Background: an optimization exercise with open tools, aiming at small area. Do not read the settings as production practice.
In this exercise RTL edits were held to simulation tests only and were not proved equivalent to the original.

## menu_show_top
module menu_show_top (
    input  wire         sys_clk,
    input  wire         sys_rst_n,
    input  wire         init_done,
    input  wire         show_char_done,
    input  wire         is_pressed,
    input  wire   [3:0] keyboard_data,
    input  wire   [1:0] scale,
    output wire         show_char_flag,
    output wire menu_pkg::glyph_t ascii_num,
    output wire menu_pkg::coord_t start_x,
    output wire menu_pkg::coord_t start_y,
    output wire menu_pkg::color_t background_color,
    output wire menu_pkg::color_t front_color
);
    logic [1:0] dly_cnt;
    logic       init_q;
    logic       step_q;
    logic [2:0] prev_r;      
    logic [4:0] prev_c;      
    logic [2:0] cur_r;       
    logic [4:0] cur_c;
    logic [2:0] aux_q;
    always_ff @(posedge sys_clk or negedge sys_rst_n) begin
        if (!sys_rst_n) begin
            dly_cnt <= 2'd0;
            init_q  <= 1'b0;
            step_q  <= 1'b0;
            prev_r  <= 3'd0;
            prev_c  <= 5'd6;
        end else begin
            dly_cnt <= init_done ? dly_cnt + 2'd1 : 2'd0;
            init_q  <= init_done;
            step_q  <= init_done & show_char_done;
            prev_r  <= cur_r;
            prev_c  <= cur_c;
        end
    end
    assign show_char_flag = init_q & (dly_cnt == 2'd0);
    always_comb begin
        cur_r = prev_r;
        cur_c = prev_c;
        if (step_q) begin
            if (prev_r == 3'd0 ? prev_c == 5'd6 + 5'd7 : prev_c == 5'd19) begin
                case (prev_r)
                    3'd0: cur_r = 3'd2;
                    3'd2:   cur_r = 3'd3;
                    3'd3:   cur_r = 3'd4;
                    3'd4:   cur_r = 3'd6;
                    3'd6: cur_r = 3'd7;
  ...
Size: roughly 1000 cells after synthesis, about 28 flip-flops, ~70 I/O pins, ~0.0062 sq mm of cells after synthesis.
Settings: LEC_CHECK=0, CAP_MARGIN=20, CORE_MARGIN=2, CORE_UTILIZATION=40, SLEW_MARGIN=20; clock period 10.0 ns.
standard.sh (not shown) runs the stock make flow with config.mk's settings and CLKGATE_MAP_FILE= SYNTH_SCRIPT=/design/flow/synth_recipe.tcl, a recipe that flattens the netlist after the stock synthesis.
==> flow/flow/run.sh <==
#!/bin/bash
set -euo pipefail
W=$(pwd)
sed "s|SYNTH_SCRIPT=[^ ]*|SYNTH_SCRIPT=$W/flow/synth.tcl|" standard.sh > my_standard.sh
grep -q "SYNTH_SCRIPT=$W/flow/synth.tcl" my_standard.sh
bash my_standard.sh > flow.log 2>&1
==> flow/flow/area.abc <==
strash
&get -n
&deepsyn -T 30
&put
dch -f
amap
==> flow/flow/synth.tcl <==
# synth_recipe.tcl with ORFS's synth.tcl, except that ABC runs flow/area.abc.
proc synth {args} { yosys synth -nofsm -noshare {*}$args }
set my_dir [file dirname [file normalize [info script]]]
set fh [open $::env(SCRIPTS_DIR)/synth.tcl r]
set src [read $fh]
close $fh
set old {log_cmd abc {*}$abc_args}
if { [string first $old $src] < 0 } { error "synth.tcl: ABC call not found" }
set new "log_cmd abc -script $my_dir/area.abc {*}\$lib_args {*}\$lib_dont_use_args"
set src [string map [list $old $new] $src]
eval $src
# left out here: clear keep_hierarchy, flatten, clean up, hide names made inside functions, write 1_2_yosys.v
The baseline completed with no timing, DRC or antenna violations.
Next try:
==> flow/run.sh (new file) <==
#!/bin/bash
# synth_recipe.tcl (not shown) runs the flow's synth.tcl, then flattens the netlist and writes it again
# the make line also repeats each setting of config.mk as NAME=value (left out here)
make -C /OpenROAD-flow-scripts/flow DESIGN_CONFIG=/design/flow/config.mk WORK_HOME=/design/flow/orfs CLKGATE_MAP_FILE= SYNTH_SCRIPT=/design/flow/synth_recipe.tcl finish
Settings changed: ABC_AREA set to 1.
removed: flow/flow/run.sh
removed: flow/flow/area.abc
removed: flow/flow/synth.tcl
removed: flow/standard.sh
=> Synthesized cell count is higher by well over a third; maximum frequency is higher by about a fifth; via count is higher by roughly a tenth; wire length is lower by a few percent; sequential cell count is unchanged; count of clock-buffer cells in the layout stays the same; worst setup slack improved by 1100 ps.

========
Another version of the RTL of menu_show_top (not shown whole).
For scale: about 660 cells after synthesis, roughly 70 I/O pins, ~0.0039 sq mm of cells after synthesis.
Settings: LEC_CHECK=0, CAP_MARGIN=20, CORE_MARGIN=2, CORE_UTILIZATION=40, SLEW_MARGIN=20; clock period 10.0 ns.
==> flow/flow/run.sh <==
#!/bin/bash
set -euo pipefail
W=$(pwd)
EXTRA="SYNTH_SCRIPT=$W/flow/synth.tcl SKIP_REPAIR_TIE_FANOUT=1"
EXTRA="$EXTRA 'BUFFER_PORTS_ARGS=-buffer_cell sky130_fd_sc_hd__buf_1'"
EXTRA="$EXTRA 'CTS_ARGS=-buf_list sky130_fd_sc_hd__clkbuf_4 -root_buf sky130_fd_sc_hd__clkbuf_4 -sink_clustering_enable -dont_use_dummy_load -repair_clock_nets'"
sed "s|SYNTH_SCRIPT=[^ ]*|$EXTRA|" standard.sh > my_standard.sh
grep -q "SYNTH_SCRIPT=$W/flow/synth.tcl" my_standard.sh
bash my_standard.sh > flow.log 2>&1
==> flow/flow/area.abc <==
strash
&get -n
&deepsyn -T 30
&put
dch -f
amap
==> flow/flow/synth.tcl <==
# synth_recipe.tcl with ORFS's synth.tcl, except that ABC runs flow/area.abc
# and the half/full adder extraction (extract_fa) is skipped, so that ABC
# maps all of the logic.
proc synth {args} { yosys synth -nofsm -noshare {*}$args }
set my_dir [file dirname [file normalize [info script]]]
set fh [open $::env(SCRIPTS_DIR)/synth.tcl r]
set src [read $fh]
close $fh
set old {log_cmd abc {*}$abc_args}
if { [string first $old $src] < 0 } { error "synth.tcl: ABC call not found" }
set new "log_cmd abc -script $my_dir/area.abc {*}\$lib_args {*}\$lib_dont_use_args"
set src [string map [list $old $new] $src]
set old_fa {extract_fa {*}[dont_use_extract_fa_args]}
if { [string first $old_fa $src] < 0 } { error "synth.tcl: extract_fa call not found" }
set src [string map [list $old_fa {}] $src]
eval $src
# left out here: clear keep_hierarchy, flatten, clean up, hide names made inside functions, write 1_2_yosys.v
The baseline went through all stages and came out clean.
==> next run, changes <==
--- a/flow/flow/run.sh
+++ b/flow/flow/run.sh
@@ -3,3 +3,3 @@
 W=$(pwd)
-EXTRA="SYNTH_SCRIPT=$W/flow/synth.tcl SKIP_REPAIR_TIE_FANOUT=1"
+EXTRA="SYNTH_SCRIPT=$W/flow/synth.tcl SKIP_REPAIR_TIE_FANOUT=1 GPL_KEEP_OVERFLOW=0"
 EXTRA="$EXTRA 'BUFFER_PORTS_ARGS=-buffer_cell sky130_fd_sc_hd__buf_1'"
What happened: The changed run finished clean. Synthesized area is unchanged. Maximum frequency drops by 7.8%. Global-route usage came out higher by 0.62 points.
==> next run, changes <==
==> flow/flow/run.sh (replaced) <==
#!/bin/bash
set -euo pipefail
W=$(pwd)
sed "s|SYNTH_SCRIPT=[^ ]*|SYNTH_SCRIPT=$W/flow/synth.tcl 'BUFFER_PORTS_ARGS=-buffer_cell sky130_fd_sc_hd__buf_1'|" standard.sh > my_standard.sh
grep -q "SYNTH_SCRIPT=$W/flow/synth.tcl" my_standard.sh
bash my_standard.sh > flow.log 2>&1
- CTS_BUF_LIST: default -> sky130_fd_sc_hd__clkbuf_4
- CTS_CLUSTER_DIAMETER: default -> 200
- CTS_CLUSTER_SIZE: default -> 40
After rerunning:
- The new run passed the timing, design-rule and antenna checks
- final area rises by 2.1%
- fmax grows by 7.1%
- global-route usage goes up by 0.37 points
- clock skew fell by 0.013 ns
- wire length is lower by 0.31%
- register-to-register slack improves by 0.56 ns
- setup slack improved by 0.56 ns
- clock-buffer cell count climbs by 2

what the ideal ports hide:
Ports are ideal in the flow. The routed layouts listed here were re-timed in OpenROAD.
Step 1, drivers: a clkbuf_16 drives sys_clk and a buf_2 each remaining input, both assumed.
Step 2, shift: input delay + t, output delay - t, t = (earliest + latest rising clock arrival at the registers) / 2. This alone moves slack from input paths to output paths.
Slacks: no drivers / after step 1 / after step 2; pairs: no drivers / after step 1.
| run | shift t [ns] | slack for setup (ns) | worst setup path after step 2 | worst data-port slew with drivers (ns) |
|---|---|---|---|---|
| the first run of note 1 | 0.295 | 2.978 / 2.978 / 2.978 | register to register | 0.04 |
| the second run of note 1 | 0.310 | 4.095 / 4.047 / 4.357 | register to output | 0.04 |
| the first run of note 2 | 0.355 | 2.279 / 2.279 / 2.279 | register to register | 0.03 |
| the second run of note 2 | 0.348 | 1.628 / 1.628 / 1.628 | register to register | 0.04 |
| the third run of note 2 | 0.352 | 2.185 / 2.185 / 2.185 | register to register | 0.04 |
After both steps every run listed still meets setup and hold.
